From an optimization exercise on the open Yosys and OpenROAD flow, aimed at a short achievable clock period and few clock cycles; shortcuts taken in it are not production practice.
Where RTL was checked, it was by simulation tests only, not by an equivalence proof against the original.
Only the layout flow was run in run 1; the RTL was not checked for function there.
Power figures rest on the tool's default switching activity, not on a simulated workload.

[config.mk]
export PLATFORM = sky130hd
export DESIGN_NAME = processor
export DESIGN_NICKNAME = processor
export VERILOG_FILES = /design/flow/design.v
export SDC_FILE = /design/flow/constraint.sdc
export NUM_CORES = 4
export LEC_CHECK = 0
export CAP_MARGIN = 20
export CORE_MARGIN = 2
export CORE_UTILIZATION = 40
export SETUP_SLACK_MARGIN = 3.0
export SLEW_MARGIN = 20
export SYNTH_HIERARCHICAL = 1
[constraint.sdc]
create_clock -name core_clock -period 5.5 [get_ports {clock}]
set_input_delay 1.1000 -clock core_clock [delete_from_list [all_inputs] [get_ports {clock}]]
set_output_delay 1.1000 -clock core_clock [all_outputs]
set_load 0.01 [all_outputs]
[design.v]
`default_nettype none
package isaPkg;
    localparam int wordWidth    = 32;
    localparam int regAddrWidth = 5;
    localparam int opWidth      = 5;
    localparam logic [opWidth-1:0] opAlu  = 5'd0;
    localparam logic [opWidth-1:0] opJ    = 5'd1;
    localparam logic [opWidth-1:0] opBne  = 5'd2;
    localparam logic [opWidth-1:0] opJal  = 5'd3;
    localparam logic [opWidth-1:0] opJr   = 5'd4;
    localparam logic [opWidth-1:0] opAddi = 5'd5;
    localparam logic [opWidth-1:0] opBlt  = 5'd6;
    localparam logic [opWidth-1:0] opSw   = 5'd7;
    localparam logic [opWidth-1:0] opLw   = 5'd8;
endpackage
`default_nettype wire
`default_nettype none
module instrDecoder (
    input  logic [31:0] instr,
    output logic [4:0]  readA,       
    output logic [4:0]  readB,       
    output logic        usesA,       
    output logic        usesB,       
    output logic        immB,        
    output logic [4:0]  dest,
    output logic        writes,      
    output logic        isLoad,
    output logic        isStore,
    output logic        isBne,
    output logic        isBlt,
    output logic        isJump,      
    output logic        isJal,
    output logic        isJr,
    output logic [5:0]  aluSel       
);
    logic [4:0] op, rd, funct;
    logic       isAlu, isAddi;
    assign op    = instr[31:27];
    assign rd    = instr[26:22];
    assign funct = instr[6:2];
    assign readA = instr[21:17];
    assign readB = (op[2] | op[1]) ? rd : instr[16:12];
    assign isAlu   = (op == isaPkg::opAlu);
    assign isAddi  = (op == isaPkg::opAddi);
    assign isLoad  = (op == isaPkg::opLw);
    assign isStore = (op == isaPkg::opSw);
    assign isBne   = (op == isaPkg::opBne);
    assign isBlt   = (op == isaPkg::opBlt);
    assign isJal   = (op == isaPkg::opJal);
    assign isJump  = (op == isaPkg::opJ) || isJal;
    assign isJr    = (op == isaPkg::opJr);
    assign usesA = isAlu || isAddi || isLoad || isStore || isBne || isBlt;
    assign usesB = isAlu || isBne || isBlt || isJr;
    assign immB  = isAddi || isLoad || isStore;
    assign dest   = isJal ? 5'd31 : rd;
    assign writes = (isAlu || isAddi || isLoad || isJal) && (dest != 5'd0);
    always_comb begin
        aluSel = 6'b000001;
        if (isAlu) begin
            case (funct)
                5'd1:    aluSel = 6'b000010;
                5'd2:    aluSel = 6'b000100;
                5'd3:    aluSel = 6'b001000;
                5'd4:    aluSel = 6'b010000;
                5'd5:    aluSel = 6'b100000;
                default: aluSel = 6'b000001;
            endcase
        end
    end
endmodule
`default_nettype wire
`default_nettype none
module alu (
    input  logic [31:0] opA,
    input  logic [31:0] opB,         
    input  logic        sub,         
    input  logic [3:0]  logicSel,    
    input  logic [4:0]  shamt,
    output logic [31:0] sum,
    output logic [31:0] logicResult
);
    logic [31:0] sra;
    adder32 uAdd (.a(opA), .b(opB), .cin(sub), .sum(sum));
    assign sra     = $signed(opA) >>> shamt;    
    assign logicResult = ({32{logicSel[0]}} & (opA & opB))
                       | ({32{logicSel[1]}} & (opA | opB))
                       | ({32{logicSel[2]}} & (opA << shamt))
                       | ({32{logicSel[3]}} & sra);
endmodule
module adder32 (
    input  logic [31:0] a,
    input  logic [31:0] b,
    input  logic        cin,
    output logic [31:0] sum
);
    logic cout;
    addCarry #(.W(32)) uAdd (.a(a), .b(b), .cin(cin), .sum(sum), .cout(cout));
endmodule
module addCarry #(
    parameter int W = 32
) (
    input  logic [W-1:0] a,
    input  logic [W-1:0] b,
    input  logic         cin,
    output logic [W-1:0] sum,
    output logic         cout
);
    logic [W+1:0] sumWide;
    assign sumWide = {1'b0, a, 1'b1} + {1'b0, b, cin};
    assign sum     = sumWide[W:1];
    assign cout    = sumWide[W+1];
endmodule
module lessThan (
    input  logic [31:0] a,
    input  logic [31:0] b,
    output logic        lt
);
    assign lt = $signed(a) < $signed(b);
endmodule
`default_nettype wire
`default_nettype none
module processor (
    input  logic                            clock,
    input  logic                            rst,
    output logic [isaPkg::wordWidth-1:0]    address_imem,
    input  logic [isaPkg::wordWidth-1:0]    q_imem,
    output logic [isaPkg::wordWidth-1:0]    address_dmem,
    output logic [isaPkg::wordWidth-1:0]    data,
    output logic                            wren,
    input  logic [isaPkg::wordWidth-1:0]    q_dmem,
    output logic                            ctrl_writeEnable,
    output logic [isaPkg::regAddrWidth-1:0] ctrl_writeReg,
    output logic [isaPkg::regAddrWidth-1:0] ctrl_readRegA,
    output logic [isaPkg::regAddrWidth-1:0] ctrl_readRegB,
    output logic [isaPkg::wordWidth-1:0]    data_writeReg,
    input  logic [isaPkg::wordWidth-1:0]    data_readRegA,
    input  logic [isaPkg::wordWidth-1:0]    data_readRegB
);
    logic [31:0] pc, pc1, ras;
    logic [31:0] fImm, fBrTarget, fPredTarget, fNextPc;
    logic [4:0]  fReadA, fReadB, fDest;
    logic        fUsesA, fUsesB, fImmB, fWrites, fIsLoad, fIsStore;
    logic        fIsBne, fIsBlt, fIsJump, fIsJal, fIsJr, fPredTaken;
    logic [5:0]  fAluSel;
    logic        fSub, fLogicOp;
    logic        stall, redirect, fAdvance;
    logic [31:0] redirectPc;
    instrDecoder uDecode (
        .instr(q_imem), .readA(fReadA), .readB(fReadB), .usesA(fUsesA), .usesB(fUsesB),
        .immB(fImmB), .dest(fDest), .writes(fWrites), .isLoad(fIsLoad), .isStore(fIsStore),
        .isBne(fIsBne), .isBlt(fIsBlt), .isJump(fIsJump), .isJal(fIsJal), .isJr(fIsJr),
        .aluSel(fAluSel)
    );
    assign fSub     = fAluSel[1];
    assign fLogicOp = |fAluSel[5:2];
    assign address_imem  = pc;
    assign ctrl_readRegA = fReadA;
    assign ctrl_readRegB = fReadB;
    logic [16:0] fTgtLo;
    logic [14:0] pcHiInc, pcHiDec;
    logic        pc1Carry, hiIncCarry, hiDecCarry, fTgtCarry;
    assign fImm = {{15{q_imem[16]}}, q_imem[16:0]};
    addCarry #(.W(32)) uPc1   (.a(pc), .b(32'd0), .cin(1'b1), .sum(pc1), .cout(pc1Carry));
    addCarry #(.W(15)) uHiInc (.a(pc[31:17]), .b(15'd0), .cin(1'b1),
                               .sum(pcHiInc), .cout(hiIncCarry));
    addCarry #(.W(15)) uHiDec (.a(pc[31:17]), .b(15'h7fff), .cin(1'b0),
                               .sum(pcHiDec), .cout(hiDecCarry));
    addCarry #(.W(17)) uTgtLo (.a(pc[16:0]), .b(q_imem[16:0]), .cin(1'b1),
                               .sum(fTgtLo[16:0]), .cout(fTgtCarry));
    assign fBrTarget[16:0]  = fTgtLo[16:0];
    assign fBrTarget[31:17] = (fTgtCarry == q_imem[16]) ? pc[31:17]
                            : (fTgtCarry ? pcHiInc : pcHiDec);
    assign fPredTaken  = fIsBne || (fIsBlt && q_imem[16]);
    assign fPredTarget = fIsJump ? {5'd0, q_imem[26:0]} : (fIsJr ? ras : fBrTarget);
    assign fNextPc     = (fIsJump || fIsJr || fPredTaken) ? fPredTarget : pc1;
    logic        xBubble;
    logic        xWrites, xIsLoad, xIsStore, xIsJr;
    logic        xProdAdd, xProdLogic;      
    logic [4:0]  xDest, xShamt;
    logic [3:0]  xLogicSel;
    logic        xSub;
    logic [31:0] xA, xB, xAluB, xAlt;
    logic        xFaAdd, xFaLog;                         
    logic        xFbAdd, xFbAddN, xFbLog, xFbLogN;       
    logic        xFrAdd, xFrLog, xFrLoad;                
    logic        xBneN, xBneA, xBneB, xBneS;             
    logic        xBltTN, xBltTA, xBltTB, xBltTS;         
    logic        xBltNN, xBltNA, xBltNB;                 
    logic        xNePre, xLtPre, xJrMissPre;
    logic        xLive;
    logic        hitA, hitB, fLtPre, fIsBranch;
    lessThan uLtPre (.a(data_readRegB), .b(data_readRegA), .lt(fLtPre));
    assign xLive     = !xBubble;
    assign hitA      = xLive && xWrites && fReadA == xDest;
    assign hitB      = xLive && xWrites && fReadB == xDest;
    assign fIsBranch = fIsBne || fIsBlt;
    assign stall    = (xIsLoad && ((fUsesA && hitA) || (fUsesB && hitB)))
                   || (xProdLogic && fIsBranch && (hitA || hitB))
                   || (fIsJr && hitB);
    assign fAdvance = !stall && !redirect;
    always_ff @(posedge clock) begin
        if (rst) begin
            pc  <= '0;
            ras <= '0;
        end else begin
            if (redirect)    pc <= redirectPc;
            else if (!stall) pc <= fNextPc;
            if (fIsJal) ras <= pc1;      
        end
    end
    always_ff @(posedge clock) begin
        xBubble <= rst || !fAdvance;
    end
    logic fFa, fFbAlu;
    assign fFa    = hitA && !fIsJal;
    assign fFbAlu = hitB && !fImmB && !fIsJal;
    always_ff @(posedge clock) begin
        xWrites    <= fWrites;
        xIsLoad    <= fIsLoad;
        xIsStore   <= fIsStore;
        xIsJr      <= fIsJr;
        xProdAdd   <= fWrites && !fIsLoad && !fLogicOp;
        xProdLogic <= fWrites && fLogicOp;
        xDest      <= fDest;
        xShamt     <= q_imem[11:7];
        xLogicSel  <= fAluSel[5:2];
        xSub       <= fSub;
        xAlt       <= fIsJr ? ras : (fPredTaken ? pc1 : fBrTarget);
        xA         <= fIsJal ? 32'd0 : data_readRegA;
        xB         <= data_readRegB;
        xAluB      <= fIsJal ? pc1 : (fImmB ? fImm : (fSub ? ~data_readRegB : data_readRegB));
        xFaAdd     <= fFa && xProdAdd;
        xFaLog     <= fFa && xProdLogic;
        xFbAdd     <= fFbAlu && xProdAdd   && !fSub;
        xFbAddN    <= fFbAlu && xProdAdd   &&  fSub;
        xFbLog     <= fFbAlu && xProdLogic && !fSub;
        xFbLogN    <= fFbAlu && xProdLogic &&  fSub;
        xFrAdd     <= hitB && xProdAdd;
        xFrLog     <= hitB && xProdLogic;
        xFrLoad    <= hitB && xIsLoad;
        xBneN      <= fIsBne && !hitA && !hitB;
        xBneA      <= fIsBne &&  hitA && !hitB;
        xBneB      <= fIsBne && !hitA &&  hitB;
        xBneS      <= fIsBne &&  hitA &&  hitB;
        xBltTN     <= fIsBlt &&  fPredTaken && !hitA && !hitB;
        xBltTA     <= fIsBlt &&  fPredTaken &&  hitA && !hitB;
        xBltTB     <= fIsBlt &&  fPredTaken && !hitA &&  hitB;
        xBltTS     <= fIsBlt &&  fPredTaken &&  hitA &&  hitB;
        xBltNN     <= fIsBlt && !fPredTaken && !hitA && !hitB;
        xBltNA     <= fIsBlt && !fPredTaken &&  hitA && !hitB;
        xBltNB     <= fIsBlt && !fPredTaken && !hitA &&  hitB;
        xNePre     <= data_readRegB != data_readRegA;
        xLtPre     <= fLtPre;
        xJrMissPre <= data_readRegB != ras;
    end
    logic        mWrites, mIsLoad, mIsStore, mIsAdd;
    logic [4:0]  mDest;
    logic [31:0] mAdd, mAddN, mLog, mLogN, mStore;
    logic [31:0] opA, opB, sum, logicResult, valR, storeVal;
    logic        neA, neB, ltA, ltB, brMiss, jrMiss;
    assign opA = ({32{xFaAdd}} & mAdd) | ({32{xFaLog}} & mLog)
               | ({32{!xFaAdd && !xFaLog}} & xA);
    assign opB = ({32{xFbAdd}} & mAdd) | ({32{xFbAddN}} & mAddN)
               | ({32{xFbLog}} & mLog) | ({32{xFbLogN}} & mLogN)
               | ({32{!xFbAdd && !xFbAddN && !xFbLog && !xFbLogN}} & xAluB);
    alu uAlu (
        .opA(opA), .opB(opB), .sub(xSub), .logicSel(xLogicSel), .shamt(xShamt),
        .sum(sum), .logicResult(logicResult)
    );
    lessThan uLtA (.a(xB),   .b(mAdd), .lt(ltA));      
    lessThan uLtB (.a(mAdd), .b(xA),   .lt(ltB));      
    assign neA = xB != mAdd;
    assign neB = mAdd != xA;
    assign brMiss = (xBneN  && !xNePre) || (xBneA  && !neA) || (xBneB  && !neB) || xBneS
                 || (xBltTN && !xLtPre) || (xBltTA && !ltA) || (xBltTB && !ltB) || xBltTS
                 || (xBltNN &&  xLtPre) || (xBltNA &&  ltA) || (xBltNB &&  ltB);
    assign jrMiss = xIsJr && xJrMissPre;
    assign redirect   = xLive && (brMiss || jrMiss);
    assign redirectPc = xIsJr ? xB : xAlt;
    assign valR     = xFrAdd ? mAdd : (xFrLog ? mLog : xB);
    assign storeVal = (xFrLoad && mIsLoad) ? q_dmem : valR;
    always_ff @(posedge clock) begin
        if (rst) begin
            mWrites  <= 1'b0;
            mIsLoad  <= 1'b0;
            mIsStore <= 1'b0;
        end else begin
            mWrites  <= xLive && xWrites;
            mIsLoad  <= xLive && xIsLoad;
            mIsStore <= xLive && xIsStore;
        end
    end
    always_ff @(posedge clock) begin
        mDest  <= xDest;
        mIsAdd <= !(|xLogicSel);
        mAdd   <= sum;
        mAddN  <= ~sum;
        mLog   <= logicResult;
        mLogN  <= ~logicResult;
        mStore <= storeVal;
    end
    assign address_dmem     = mAdd;
    assign data             = mStore;
    assign wren             = mIsStore;
    assign ctrl_writeEnable = mWrites;
    assign ctrl_writeReg    = mDest;
    assign data_writeReg    = mIsLoad ? q_dmem : (mIsAdd ? mAdd : mLog);
endmodule
`default_nettype wire
[run.sh]
#!/bin/bash
# synth_recipe.tcl (not shown) runs the flow's synth.tcl, then flattens the netlist and writes it again
# the make line also repeats each setting of config.mk as NAME=value (left out here)
make -C /OpenROAD-flow-scripts/flow DESIGN_CONFIG=/design/flow/config.mk WORK_HOME=/design/flow/orfs CLKGATE_MAP_FILE= SYNTH_SCRIPT=/design/flow/synth_recipe.tcl finish
==> results.txt, run 1 <==
worst skew pair latency=0.64 ns; largest net degree at the start of global routing=65; Post-DP HPWL=96.2 mm; CP Cell Sequence=xnor2_1, nand4_1, nor4_1, nand3_2, and2_4, buf_12, buf_12, a311oi_1; critical path peak fanout=16; Hold Slack=0.427 ns; R2R setup slack=1.95 ns; switching share of total power=42.1%; crit path buf inv count=2; critical path type=reg -> reg; area occupied by multi-input gates=0.0260 sq mm; syn_area_per_cell=8.12 sq um; Worst-Margin Slew=1.13 ns; row count=102; cell family with most CP delay=simple AND/OR/NAND/NOR gates; cts bufs inserted=50; via count=32,781; max cap viols=0; CTS tree=yes; setup TNS=0 ns; Clock transition at path regs=0.06 ns; root buffer cell=clkbuf_16; via/cell ratio=5.96; RSZ-0062 raised after global routing=true; slowest stage delay, CP=0.64 ns; Internal=10.3 mW; post-route minimum period=3.55 ns; Routed Antenna Nets=0; fmax=281 MHz; Comb pwr share=55.4%; DRT Pass-1 Iters=6; slew margin rel.=24.7%; First DRT Iteration DRCs=3,200; final net count=4,759; Clock Path Buffers=3; worst clock skew=0.0320 ns; Die Wd=283 um; worst path arrival time=4.08 ns; final period utilization=64.6%; run status=finished clean; core footprint=0.0772 sq mm; # DRC=0; fin. max-slew vios=0; Leakage=19.2 nW; vias in the first global route=30,635; IO Pins=275; first-pass GRT wire length=199 mm; placed inst area=0.0354 sq mm; Port Buffers=274; Starting Density=40.2%; Tightest Hold Check Type=reg -> reg; GPL Wtd Cong=1.01; Crit-path slowest cell=nand3_2; layout cells sized above 1=34.8%; final hold viol count=0; total power divided by cell area=391 mW/mm^2; Worst setup SP type=flop; maximum VDD drop=296 uV; Avg WL per Cell=25.6 um; final setup vio count=0; Layout area overhead=46.5%; Worst Setup End Kind=flop; initial antenna violation count=1; H-tree depth=2; design area=0.0455 sq mm; Synthesis Warnings=8; die height=283 um; die area=0.0799 sq mm; Post-Syn Area=0.0311 sq mm; Post-Syn Instances=3,826; final wirelength=141 mm; Sequential Area=0.00842 sq mm; clock network power share=20.5%; Remaining Overflow, GRT=0; Seq pwr share=24.1%; most used cell, CP=buf_12; CTS Sinks=406; fillers=6,760; All-Layer GR Usage=33.3%; sw power=7.50 mW; critical path required time=6.02 ns
## per-layer routing
metal	global-route usage, %	part of all wire (%)
met5	0	0
met4	16.2	6.2
met3	7.62	9.2
met2	54.0	45
met1	41.7	39
## cell usage in the layout (no fill, tap or decap), types with 42 or more instances in the layout
master           n
a21o_1          96
a21oi_1        172
a22oi_1         73
buf_2           55
buf_4          262
buf_6          151
clkbuf_16       55
conb_1          76
dfxtp_1        304
dfxtp_4         64
dlygate4sd2_1  123
ha_1           130
ha_4            65
inv_1          196
mux2_2          47
mux2i_1        133
nand2_1        326
nand2_2         53
nand2b_1        50
nand3_1         91
nand4_1         65
nor2_1         207
nor2b_1         65
o211ai_1        50
o21ai_0         97
o21ai_1         99
xnor2_1        150
xnor2_2         42
xor2_1          49
## power groups by stage
stage	Combinational, mW	Clock, mW	Sequential (mW)
final	9.87	3.65	4.29
after global routing	10.5	3.79	4.33
after CTS	8.62	3.66	4.24
after detailed placement	7.15	0	4.26
after global placement	7.15	0	4.28
after floorplan	5.20	0	3.90
## repair_timing
| action | 4_1_cts | 5_1_grt |
|---|---|---|
| buffers inserted | 260 | 121 |
| setup endpoints to repair | 470 | 298 |
| hold endpoints to repair | 0 | 0 |
| gates cloned | 16 | 5 |
| hold buffers | 0 | 0 |
| pin swaps | 209 | 186 |
| resized for setup | 1321 | 454 |
## state kept, by name (all words and copies together) (netlist names), 32 cells and up
register	cells
xAlt	32
mStore	32
mAddN	32
pc	32
mLog	32
mLogN	32
xA	32
ras	32
xB	32
mAdd	32
xAluB	32
## stage by stage
stage / power [mW] / instances / util [%] / setup slack (ns)
final: 17.8 / 5500 / 59.0 / 1.95
after global routing: 18.6 / 5499 / 59.0 / 1.91
after floorplan: 9.10 / 3900 / - / 1.92
after CTS: 16.5 / 5373 / 55.2 / 1.94
after detailed placement: 11.4 / 5006 / 45.8 / 0.815
after global placement: 11.4 / 5006 / 45.8 / 0.879
## worst paths after layout
path                               start  endpoint  cells after the start
worst min register to register  xDest[0]  mDest[0]                      0
worst max-delay path             mAdd[4]    pc[17]                      8
worst min-delay path            xDest[0]  mDest[0]                      0
worst max register to register   mAdd[4]    pc[17]                      8
## layout make-up
class | count | area share (%)
diodes | 1 | 0.00550
clock buffers | 63 | 3.08
clock inverters | 28 | 0.877
inverters | 205 | 1.71
multi-input cells | 3023 | 57.1
flip-flops and latches | 406 | 18.5
well taps | 1040 | 2.86
repair buffers | 734 | 15.9
==> inputs of run 2 (changes only) <==
--- a/design.v
+++ b/design.v
@@ -115,7 +115,21 @@
     input  logic [31:0] b,
     output logic        lt
 );
-    assign lt = $signed(a) < $signed(b);
+    logic [31:0] ua, ub;
+    logic [5:0][31:0] l, e;
+    assign ua = {~a[31], a[30:0]};
+    assign ub = {~b[31], b[30:0]};
+    assign l[0] = ~ua & ub;
+    assign e[0] = ~(ua ^ ub);
+    for (genvar k = 1; k <= 5; k++) begin : level
+        for (genvar i = 0; i < (32 >> k); i++) begin : pair
+            assign l[k][i] = l[k-1][2*i+1] | (e[k-1][2*i+1] & l[k-1][2*i]);
+            assign e[k][i] = e[k-1][2*i+1] & e[k-1][2*i];
+        end
+        assign l[k][31:(32 >> k)] = '0;
+        assign e[k][31:(32 >> k)] = '0;
+    end
+    assign lt = l[5][0];
 endmodule
 `default_nettype wire
 `default_nettype none
@@ -180,22 +194,23 @@
     logic [3:0]  xLogicSel;
     logic        xSub;
     logic [31:0] xA, xB, xAluB, xAlt;
-    logic        xFaAdd, xFaLog;                         
-    logic        xFbAdd, xFbAddN, xFbLog, xFbLogN;       
+    logic        xFaAdd, xFaLog, xFaNone;                
+    logic        xFbAdd, xFbNone;                        
     logic        xFrAdd, xFrLog, xFrLoad;                
-    logic        xBneN, xBneA, xBneB, xBneS;             
-    logic        xBltTN, xBltTA, xBltTB, xBltTS;         
-    logic        xBltNN, xBltNA, xBltNB;                 
-    logic        xNePre, xLtPre, xJrMissPre;
+    logic        xMissPre, xBneA, xBneB, xBneS;
     logic        xLive;
-    logic        hitA, hitB, fLtPre, fIsBranch;
+    logic        hitA, hitB, fLtPre, fIsBranch, fRtAlu, fNePre;
     lessThan uLtPre (.a(data_readRegB), .b(data_readRegA), .lt(fLtPre));
+    assign fNePre = data_readRegB != data_readRegA;
     assign xLive     = !xBubble;
     assign hitA      = xLive && xWrites && fReadA == xDest;
     assign hitB      = xLive && xWrites && fReadB == xDest;
     assign fIsBranch = fIsBne || fIsBlt;
+    assign fRtAlu    = fUsesB && !fIsBranch && !fIsJr;     
     assign stall    = (xIsLoad && ((fUsesA && hitA) || (fUsesB && hitB)))
-                   || (xProdLogic && fIsBranch && (hitA || hitB))
+                   || (xProdLogic && ((fIsBranch && (hitA || hitB)) || (fRtAlu && hitB)))
+                   || (fIsBlt && (hitA || hitB))
+                   || (fRtAlu && fSub && hitB)
                    || (fIsJr && hitB);
     assign fAdvance = !stall && !redirect;
     always_ff @(posedge clock) begin
@@ -231,51 +246,35 @@
         xAluB      <= fIsJal ? pc1 : (fImmB ? fImm : (fSub ? ~data_readRegB : data_readRegB));
         xFaAdd     <= fFa && xProdAdd;
         xFaLog     <= fFa && xProdLogic;
-        xFbAdd     <= fFbAlu && xProdAdd   && !fSub;
-        xFbAddN    <= fFbAlu && xProdAdd   &&  fSub;
-        xFbLog     <= fFbAlu && xProdLogic && !fSub;
-        xFbLogN    <= fFbAlu && xProdLogic &&  fSub;
+        xFaNone    <= !(fFa && (xProdAdd || xProdLogic));
+        xFbAdd     <= fFbAlu && xProdAdd;
+        xFbNone    <= !(fFbAlu && xProdAdd);
         xFrAdd     <= hitB && xProdAdd;
         xFrLog     <= hitB && xProdLogic;
         xFrLoad    <= hitB && xIsLoad;
-        xBneN      <= fIsBne && !hitA && !hitB;
+        xMissPre   <= (fIsBne && !hitA && !hitB && !fNePre)
+                   || (fIsBlt && (fLtPre != fPredTaken))
+                   || (fIsJr && (data_readRegB != ras));
         xBneA      <= fIsBne &&  hitA && !hitB;
         xBneB      <= fIsBne && !hitA &&  hitB;
         xBneS      <= fIsBne &&  hitA &&  hitB;
-        xBltTN     <= fIsBlt &&  fPredTaken && !hitA && !hitB;
-        xBltTA     <= fIsBlt &&  fPredTaken &&  hitA && !hitB;
-        xBltTB     <= fIsBlt &&  fPredTaken && !hitA &&  hitB;
-        xBltTS     <= fIsBlt &&  fPredTaken &&  hitA &&  hitB;
-        xBltNN     <= fIsBlt && !fPredTaken && !hitA && !hitB;
-        xBltNA     <= fIsBlt && !fPredTaken &&  hitA && !hitB;
-        xBltNB     <= fIsBlt && !fPredTaken && !hitA &&  hitB;
-        xNePre     <= data_readRegB != data_readRegA;
-        xLtPre     <= fLtPre;
-        xJrMissPre <= data_readRegB != ras;
     end
     logic        mWrites, mIsLoad, mIsStore, mIsAdd;
     logic [4:0]  mDest;
-    logic [31:0] mAdd, mAddN, mLog, mLogN, mStore;
+    logic [31:0] mAdd, mLog, mStore;
     logic [31:0] opA, opB, sum, logicResult, valR, storeVal;
-    logic        neA, neB, ltA, ltB, brMiss, jrMiss;
+    logic        neA, neB, brMiss;
     assign opA = ({32{xFaAdd}} & mAdd) | ({32{xFaLog}} & mLog)
-               | ({32{!xFaAdd && !xFaLog}} & xA);
-    assign opB = ({32{xFbAdd}} & mAdd) | ({32{xFbAddN}} & mAddN)
-               | ({32{xFbLog}} & mLog) | ({32{xFbLogN}} & mLogN)
-               | ({32{!xFbAdd && !xFbAddN && !xFbLog && !xFbLogN}} & xAluB);
+               | ({32{xFaNone}} & xA);
+    assign opB = ({32{xFbAdd}} & mAdd) | ({32{xFbNone}} & xAluB);
     alu uAlu (
         .opA(opA), .opB(opB), .sub(xSub), .logicSel(xLogicSel), .shamt(xShamt),
         .sum(sum), .logicResult(logicResult)
     );
-    lessThan uLtA (.a(xB),   .b(mAdd), .lt(ltA));      
-    lessThan uLtB (.a(mAdd), .b(xA),   .lt(ltB));      
     assign neA = xB != mAdd;
     assign neB = mAdd != xA;
-    assign brMiss = (xBneN  && !xNePre) || (xBneA  && !neA) || (xBneB  && !neB) || xBneS
-                 || (xBltTN && !xLtPre) || (xBltTA && !ltA) || (xBltTB && !ltB) || xBltTS
-                 || (xBltNN &&  xLtPre) || (xBltNA &&  ltA) || (xBltNB &&  ltB);
-    assign jrMiss = xIsJr && xJrMissPre;
-    assign redirect   = xLive && (brMiss || jrMiss);
+    assign brMiss = xMissPre || (xBneA && !neA) || (xBneB && !neB) || xBneS;
+    assign redirect   = xLive && brMiss;
     assign redirectPc = xIsJr ? xB : xAlt;
     assign valR     = xFrAdd ? mAdd : (xFrLog ? mLog : xB);
     assign storeVal = (xFrLoad && mIsLoad) ? q_dmem : valR;
@@ -294,9 +293,7 @@
         mDest  <= xDest;
         mIsAdd <= !(|xLogicSel);
         mAdd   <= sum;
-        mAddN  <= ~sum;
         mLog   <= logicResult;
-        mLogN  <= ~logicResult;
         mStore <= storeVal;
     end
     assign address_dmem     = mAdd;
==> results.txt, run 2 <==
run status=finished clean (unchanged); commonest non-fill, non-tap cell in the layout=nand2_1 (unchanged); WL met2=55.7 mm (was 63.9 mm); First DRT Iteration DRCs=3,121 (was 3,200); design area=0.0384 sq mm (was 0.0455 sq mm); Top Metal Used=met5 (was met4); Avg WL per Cell=27.2 um (was 25.6 um); critical path type=reg -> reg (unchanged); final hold viol count=0 (unchanged); Tightest Hold Check Type=reg -> reg (unchanged); Starting Density=40.5% (was 40.2%); Synthesis Warnings=8 (unchanged); met3 WL=13.3 mm (was 12.9 mm); critical path peak fanout=5 (was 16); Routed Antenna Nets=0 (unchanged); CTS Sinks=331 (was 406); Worst Setup End Kind=flop (unchanged); H-tree depth=2 (unchanged); die area=0.0700 sq mm (was 0.0799 sq mm); worst clock skew=0.0283 ns (was 0.0320 ns); Remaining Overflow, GRT=0 (unchanged); total power divided by cell area=400 mW/mm^2 (was 391 mW/mm^2); Layout area overhead=41.4% (was 46.5%); layout cells sized above 1=33.9% (was 34.8%); fin. max-slew vios=0 (unchanged); via count=29,125 (was 32,781); Worst-Margin Slew=1.13 ns (about the same); critical path required time=5.93 ns (was 6.02 ns); reg2reg start=pc[0] (was mAdd[4]); # DRC=0 (unchanged); routed length on met1=49.3 mm (was 55.3 mm); end of the worst register-to-register path=pc[7] (was pc[17]); Die Wd=265 um (was 283 um); final net count=4,074 (was 4,759); first-pass GRT wire length=183 mm (was 199 mm); fmax=299 MHz (was 281 MHz); R2R setup slack=2.16 ns (was 1.95 ns); root buffer cell=clkbuf_16 (unchanged); DRT Pass-1 Iters=9 (was 6); Clock transition at path regs=0.06 ns (about the same); RSZ-0062 raised after global routing=true (unchanged); Clock Path Buffers=3 (unchanged); cell depth of the worst flop-to-flop path=20 (was 8); worst setup margin=2.16 ns (was 1.95 ns); core footprint=0.0672 sq mm (was 0.0772 sq mm); Post-Syn Instances=3,323 (was 3,826); syn_area_per_cell=8.18 sq um (was 8.12 sq um); vias in the first global route=27,610 (was 30,635); Leakage=16.0 nW (was 19.2 nW); worst skew pair latency=0.59 ns (was 0.64 ns); max cap viols=0 (unchanged); final wirelength=128 mm (was 141 mm); placed insts=4,328 (was 5,006); DP Worst Slack=0.749 ns (was 0.815 ns); Port Buffers=274 (unchanged); Post-Syn Area=0.0272 sq mm (was 0.0311 sq mm); post-route minimum period=3.34 ns (was 3.55 ns); initial antenna violation count=3 (was 1); largest net degree at the start of global routing=67 (was 65); die height=265 um (was 283 um); worst path arrival time=3.77 ns (was 4.08 ns); final period utilization=60.8% (was 64.6%); Hold Slack=0.408 ns (was 0.427 ns); sink of the worst hold path=mDest[0] (unchanged); hold path startpoint=xDest[0] (unchanged); via/cell ratio=6.19 (was 5.96); All-Layer GR Usage=34.8% (was 33.3%); commonest non-fill, non-tap cells in the layout=nand2_1, dfxtp_1, buf_4 (unchanged); final setup vio count=0 (unchanged); Hold Path Cell Cnt=0 (unchanged); GPL Wtd Cong=1.04 (was 1.01); Worst setup SP type=flop (unchanged); IO Pins=275 (unchanged); slew margin rel.=24.7% (about the same); CTS tree=yes (unchanged); Non-Filler Instances=4,703 (was 5,500); power consumption=15.4 mW (was 17.8 mW); row count=95 (was 102); cts bufs inserted=42 (was 50); placed inst area=0.0310 sq mm (was 0.0354 sq mm); maximum VDD drop=288 uV (was 296 uV); Post-DP HPWL=87.0 mm (was 96.2 mm); setup TNS=0 ns (unchanged); Core Util, Final=57.2% (was 59.0%)
-- run 2: critical path, stage by stage, from the launching register on --
cell and delay, ns:
dfxtp_4 0.40, fa_2 0.21, a21o_1 0.14, nand4_1 0.19, buf_4 0.21, buf_6 0.11
buf_6 0.10, buf_6 0.11, buf_6 0.10, buf_6 0.10, buf_6 0.11, buf_6 0.11
buf_6 0.10, buf_6 0.11, a31oi_4 0.18, xor2_2 0.12, mux2_4 0.28, o21ai_2 0.10
nor3_1 0.06, nor4_2 0.29, a211oi_2 0.07
-- run 2: routing by layer --
metal / GRT usage [%] / vias to the layer above
met4: 19.7 / 4
met2: 54.7 / 1770
li1: - / 13036
met1: 43.4 / 13869
met5: 0 / -
met3: 8.81 / 446
-- run 2: area by class of cell --
class | instances | area, sq um
antenna | 1 | 2.50
multi-input combinational | 2699 | 22600
clock inverter | 21 | 314
timing repair buffer | 616 | 5980
inverter | 107 | 420
sequential | 331 | 6870
fill | 5932 | 28700
clock buffer | 55 | 1190
tap | 873 | 1090
-- run 2: timing repair --
action	CTS	global route
endpoints found under the setup margin	382	236
setup buffers	184	93
gates resized for setup	1400	316
hold buffers	0	0
gates cloned	18	3
pin swaps	215	187
-- run 2: where the power goes --
part           internal (mW)  switching, mW
registers               2.90          0.726
clock network           1.86           1.22
logic                   4.03           4.65
-- run 2: how the worst max path moves through the flow --
stage	slack, ns	from	to	depth (start not counted)
final	2.16	pc[0]	pc[7]	20
after global routing	2.06	pc[0]	pc[7]	20
after CTS	2.22	pc[0]	pc[29]	16
after detailed placement	0.75	q_imem[0]	pc[30]	15
after global placement	0.80	q_imem[0]	pc[30]	15
after floorplan	1.88	q_imem[0]	pc[31]	14
Testbench counts of run 2, summed over its fixed seeds: cycles 12,921.
==> inputs of run 3 (changes only) <==
--- a/design.v
+++ b/design.v
@@ -150,8 +150,8 @@
     input  logic [isaPkg::wordWidth-1:0]    data_readRegA,
     input  logic [isaPkg::wordWidth-1:0]    data_readRegB
 );
-    logic [31:0] pc, pc1, ras;
-    logic [31:0] fImm, fBrTarget, fPredTarget, fNextPc;
+    logic [31:0] pc1, ras;
+    logic [31:0] fImm, fBrTarget;
     logic [4:0]  fReadA, fReadB, fDest;
     logic        fUsesA, fUsesB, fImmB, fWrites, fIsLoad, fIsStore;
     logic        fIsBne, fIsBlt, fIsJump, fIsJal, fIsJr, fPredTaken;
@@ -167,26 +167,49 @@
     );
     assign fSub     = fAluSel[1];
     assign fLogicOp = |fAluSel[5:2];
-    assign address_imem  = pc;
     assign ctrl_readRegA = fReadA;
     assign ctrl_readRegB = fReadB;
-    logic [16:0] fTgtLo;
-    logic [14:0] pcHiInc, pcHiDec;
-    logic        pc1Carry, hiIncCarry, hiDecCarry, fTgtCarry;
+    logic [16:0] pcLo;
+    logic [14:0] pcHi, pcTrueHi, pcTrueHi1, pcTrueHiM1;
+    logic [1:0]  pcAdj;                          
+    logic [14:0] pcHiP1, pcHiP2, pcHiM1, pcHiM2;
+    logic        cP1, cP2, cM1, cM2;
+    assign address_imem = {pcHi, pcLo};
+    addCarry #(.W(15)) uHiP1 (.a(pcHi), .b(15'd0),    .cin(1'b1), .sum(pcHiP1), .cout(cP1));
+    addCarry #(.W(15)) uHiP2 (.a(pcHi), .b(15'd1),    .cin(1'b1), .sum(pcHiP2), .cout(cP2));
+    addCarry #(.W(15)) uHiM1 (.a(pcHi), .b(15'h7fff), .cin(1'b0), .sum(pcHiM1), .cout(cM1));
+    addCarry #(.W(15)) uHiM2 (.a(pcHi), .b(15'h7ffe), .cin(1'b0), .sum(pcHiM2), .cout(cM2));
+    always_comb begin
+        case (pcAdj)
+            2'b01:   begin pcTrueHi = pcHiP1; pcTrueHi1 = pcHiP2; pcTrueHiM1 = pcHi;   end
+            2'b10:   begin pcTrueHi = pcHiM1; pcTrueHi1 = pcHi;   pcTrueHiM1 = pcHiM2; end
+            default: begin pcTrueHi = pcHi;   pcTrueHi1 = pcHiP1; pcTrueHiM1 = pcHiM1; end
+        endcase
+    end
+    logic [16:0] lo1, tgtLo;
+    logic        c1, cTgt;
+    addCarry #(.W(17)) uLo1   (.a(pcLo), .b(17'd0),        .cin(1'b1), .sum(lo1),   .cout(c1));
+    addCarry #(.W(17)) uTgtLo (.a(pcLo), .b(q_imem[16:0]), .cin(1'b1), .sum(tgtLo), .cout(cTgt));
     assign fImm = {{15{q_imem[16]}}, q_imem[16:0]};
-    addCarry #(.W(32)) uPc1   (.a(pc), .b(32'd0), .cin(1'b1), .sum(pc1), .cout(pc1Carry));
-    addCarry #(.W(15)) uHiInc (.a(pc[31:17]), .b(15'd0), .cin(1'b1),
-                               .sum(pcHiInc), .cout(hiIncCarry));
-    addCarry #(.W(15)) uHiDec (.a(pc[31:17]), .b(15'h7fff), .cin(1'b0),
-                               .sum(pcHiDec), .cout(hiDecCarry));
-    addCarry #(.W(17)) uTgtLo (.a(pc[16:0]), .b(q_imem[16:0]), .cin(1'b1),
-                               .sum(fTgtLo[16:0]), .cout(fTgtCarry));
-    assign fBrTarget[16:0]  = fTgtLo[16:0];
-    assign fBrTarget[31:17] = (fTgtCarry == q_imem[16]) ? pc[31:17]
-                            : (fTgtCarry ? pcHiInc : pcHiDec);
-    assign fPredTaken  = fIsBne || (fIsBlt && q_imem[16]);
-    assign fPredTarget = fIsJump ? {5'd0, q_imem[26:0]} : (fIsJr ? ras : fBrTarget);
-    assign fNextPc     = (fIsJump || fIsJr || fPredTaken) ? fPredTarget : pc1;
+    assign pc1  = {c1 ? pcTrueHi1 : pcTrueHi, lo1};
+    assign fBrTarget[16:0]  = tgtLo;
+    assign fBrTarget[31:17] = (cTgt == q_imem[16]) ? pcTrueHi : (cTgt ? pcTrueHi1 : pcTrueHiM1);
+    assign fPredTaken = fIsBne || (fIsBlt && q_imem[16]);
+    logic [16:0] fNextLo;
+    logic [14:0] fNextHi;
+    logic [1:0]  fNextAdj;
+    always_comb begin
+        if (fIsJump) begin
+            fNextLo = q_imem[16:0];  fNextHi = {5'd0, q_imem[26:17]};  fNextAdj = 2'b00;
+        end else if (fIsJr) begin
+            fNextLo = ras[16:0];     fNextHi = ras[31:17];             fNextAdj = 2'b00;
+        end else if (fPredTaken) begin
+            fNextLo  = tgtLo;        fNextHi = pcTrueHi;
+            fNextAdj = (cTgt == q_imem[16]) ? 2'b00 : (cTgt ? 2'b01 : 2'b10);
+        end else begin
+            fNextLo = lo1;           fNextHi = pcTrueHi;               fNextAdj = {1'b0, c1};
+        end
+    end
     logic        xBubble;
     logic        xWrites, xIsLoad, xIsStore, xIsJr;
     logic        xProdAdd, xProdLogic;      
@@ -215,11 +238,20 @@
     assign fAdvance = !stall && !redirect;
     always_ff @(posedge clock) begin
         if (rst) begin
-            pc  <= '0;
-            ras <= '0;
+            pcLo  <= '0;
+            pcHi  <= '0;
+            pcAdj <= 2'b00;
+            ras   <= '0;
         end else begin
-            if (redirect)    pc <= redirectPc;
-            else if (!stall) pc <= fNextPc;
+            if (redirect) begin
+                pcLo  <= redirectPc[16:0];
+                pcHi  <= redirectPc[31:17];
+                pcAdj <= 2'b00;
+            end else if (!stall) begin
+                pcLo  <= fNextLo;
+                pcHi  <= fNextHi;
+                pcAdj <= fNextAdj;
+            end
             if (fIsJal) ras <= pc1;      
         end
     end
==> results.txt, run 3 <==
cts bufs inserted=41 (was 42); Port Buffers=274 (unchanged); Crit-path slowest cell=mux2_4 (was dfxtp_4); critical path peak fanout=5 (unchanged); commonest non-fill, non-tap cells in the layout=nand2_1, dfxtp_1, buf_4 (unchanged); most used cell, CP=buf_6 (unchanged); First DRT Iteration DRCs=3,840 (was 3,121); Clock Path Buffers=3 (unchanged); Post-DP HPWL=92.1 mm (was 87.0 mm); commonest non-fill, non-tap cell in the layout=nand2_1 (unchanged); Worst-Margin Slew=1.10 ns (was 1.13 ns); end of the worst register-to-register path=pcHi[9] (was pc[7]); critical path required time=4.40 ns (was 5.93 ns); via count=31,407 (was 29,125); maximum VDD drop=239 uV (was 288 uV); GPL Wtd Cong=1.02 (was 1.04); final hold viol count=0 (unchanged); IO Pins=275 (unchanged); die height=273 um (was 265 um); sink of the worst hold path=mDest[0] (unchanged); CP Cell Sequence=buf_6, buf_6, nor2_4, buf_6, mux2_4, buf_6 (was fa_2, a21o_1, nand4_1, buf_4, buf_6, buf_6, buf_6, buf_6, buf_6, buf_6, buf_6, buf_6, buf_6, a31oi_4, xor2_2, mux2_4, o21ai_2, nor3_1, nor4_2, a211oi_2); worst clock skew=0.0292 ns (was 0.0283 ns); power consumption=13.8 mW (was 15.4 mW); Die Wd=273 um (was 265 um); RSZ-0062 raised after global routing=true (unchanged); critical path type=in -> out (was reg -> reg); first-pass GRT wire length=196 mm (was 183 mm); final net count=4,414 (was 4,074); Leakage=17.4 nW (was 16.0 nW); row count=98 (was 95); die area=0.0746 sq mm (was 0.0700 sq mm); Layout area overhead=43.0% (was 41.4%); final period utilization=57.5% (was 60.8%); final setup vio count=0 (unchanged); Most Crowded Layer GR=met2 (unchanged); max cap viols=0 (unchanged); Worst Setup End Kind=primary output (was flop); Synthesis Warnings=8 (unchanged); root buffer cell=clkbuf_16 (unchanged); post-route minimum period=3.16 ns (was 3.34 ns); Hold Slack=0.408 ns (about the same); worst path arrival time=2.06 ns (was 3.77 ns); cell family with most CP delay=buffers and inverters (unchanged); Tightest Hold Check Type=reg -> reg (unchanged); slowest stage delay, CP=0.30 ns (was 0.40 ns); R2R setup slack=2.48 ns (was 2.16 ns); fmax=316 MHz (was 299 MHz); core footprint=0.0716 sq mm (was 0.0672 sq mm); Post-Syn Instances=3,579 (was 3,323); vias in the first global route=29,920 (was 27,610); layout cells sized above 1=35.2% (was 33.9%); diodes inserted=0 (was 1); total power divided by cell area=332 mW/mm^2 (was 400 mW/mm^2); Worst setup SP type=input pin (was flop); Avg WL per Cell=26.8 um (was 27.2 um); grt met1 use=44.1% (was 43.4%); Routed Antenna Nets=0 (unchanged); setup TNS=0 ns (unchanged); Hold-fix buffers, CTS=0 (unchanged); worst skew pair latency=0.60 ns (was 0.59 ns); All-Layer GR Usage=34.8% (about the same); Hold Path Cell Cnt=0 (unchanged); fin. max-slew vios=0 (unchanged); DRT Pass-1 Iters=13 (was 9); via/cell ratio=6.16 (was 6.19); H-tree depth=2 (unchanged); hold path startpoint=xDest[0] (unchanged); Post-Syn Area=0.0290 sq mm (was 0.0272 sq mm); run status=finished clean (unchanged); # DRC=0 (unchanged); reg2reg start=pcHi[0] (was pc[0]); CTS tree=yes (unchanged); met3 Usage GRT=8.55% (was 8.81%); Remaining Overflow, GRT=0 (unchanged); Clock transition at path regs=0.06 ns (about the same); slew margin rel.=26.8% (was 24.7%); cell depth of the worst flop-to-flop path=12 (was 20); largest net degree at the start of global routing=66 (was 67); crit path buf inv count=4 (was 10); Starting Density=40.4% (was 40.5%); syn_area_per_cell=8.09 sq um (was 8.18 sq um); final wirelength=137 mm (was 128 mm); initial antenna violation count=3 (unchanged); CTS Sinks=333 (was 331); Worst path depth=6 (was 20); routing usage on met2=53.7% (was 54.7%)
==> run 3: worst max-delay path by stage <==
stage,startpoint,to,slack (ns)
6_report,q_imem[29],ctrl_readRegB[1],2.34
5_1_grt,q_imem[29],ctrl_readRegB[3],2.32
4_1_cts,q_imem[29],ctrl_readRegB[3],2.36
3_5_place_dp,q_imem[31],pcAdj[1],1.01
3_3_place_gp,q_imem[31],pcAdj[1],1.07
2_1_floorplan,q_imem[28],pcHi[6],2.23
==> run 3: routing by layer <==
| metal | share of wire (%) | wire [um] |
|---|---|---|
| met1 | 39 | 52800 |
| met2 | 44 | 60500 |
| met3 | 10 | 14200 |
| met4 | 6.6 | 9040 |
| met5 | 0.026 | 35 |
==> run 3: what timing repair did <==
item                        CTS  global route
pin swaps                   210           183
gates cloned                 18             2
setup buffers               251            93
setup endpoints to repair   384           232
gates resized for setup    1476           333
==> run 3: per-stage QoR <==
step	utilization, %	cells	area [sq um]	setup WS [ns]
final	57.8	5099	41400	2.34
after detailed placement	46.0	4659	32900	1.01
after floorplan	-	3675	30300	2.23
after global placement	46.0	4659	32900	1.07
after global routing	57.8	5099	41400	2.32
after CTS	54.8	5004	39200	2.36
==> run 3: final cells by class <==
type / instances / area, sq um
timing repair inverter: 1 / 7.51
clock buffer: 48 / 1070
inverter: 122 / 473
fill: 6467 / 30200
multi-input combinational: 2941 / 24900
sequential: 333 / 6890
timing repair buffer: 676 / 6500
tap: 950 / 1190
clock inverter: 28 / 353
==> run 3: worst register-to-register path, stage by stage (launching register included) <==
cell and delay (ns):
dfxtp_4 0.41, fa_2 0.36, a21o_1 0.20, a221oi_4 0.32, o21bai_4 0.12, buf_4 0.15
a211oi_4 0.29, a22oi_2 0.10, o21ai_2 0.21, nand2_2 0.10, a2111oi_4 0.39, a21oi_2 0.06
a211oi_2 0.21
==> run 3: report_power, final <==
| part | internal, mW | leakage [nW] | total (mW) | switching [mW] |
|---|---|---|---|---|
| Sequential | 2.83 | 2.80 | 3.43 | 0.601 |
| Combinational | 3.47 | 13.9 | 7.37 | 3.90 |
| Clock | 1.71 | 0.691 | 2.97 | 1.27 |
Testbench counts of run 3, summed over its fixed seeds: cycles 12,921.

## port drivers added, routing unchanged
The results above use ideal ports. As a check the final layouts listed here were re-extracted and re-timed, cells and wires unchanged. Step 1: set_driving_cell puts a clkbuf_16 on clock and a buf_2 on each other input, an assumption about the parent block. Step 2 adds t to the input delays and takes it off the output delays; t is the mean of the earliest and latest rising clock arrival at the registers after step 1. Input paths then give back, and output paths get back, about the clock's delay inside the block. a / b / c = no drivers / after step 1 / after step 2; a / b = the first two.
| run | t, ns | slack for setup (ns) | worst register clock-pin slew, ns | worst data-port slew with drivers (ns) |
|---|---|---|---|---|
| run 1 | 0.690 | 1.945 / 1.945 / 1.536 | 0.07 / 0.07 | 0.07 |
| run 2 | 0.647 | 2.158 / 2.158 / 1.524 | 0.07 / 0.07 | 0.14 |
| run 3 | 0.649 | 2.339 / 2.252 / 1.754 | 0.08 / 0.08 | 0.14 |
After both steps every run listed still meets setup and hold. The setup slack of run 2, which loses most, moves by 0.000 ns with the drivers and by -0.634 ns with both steps.
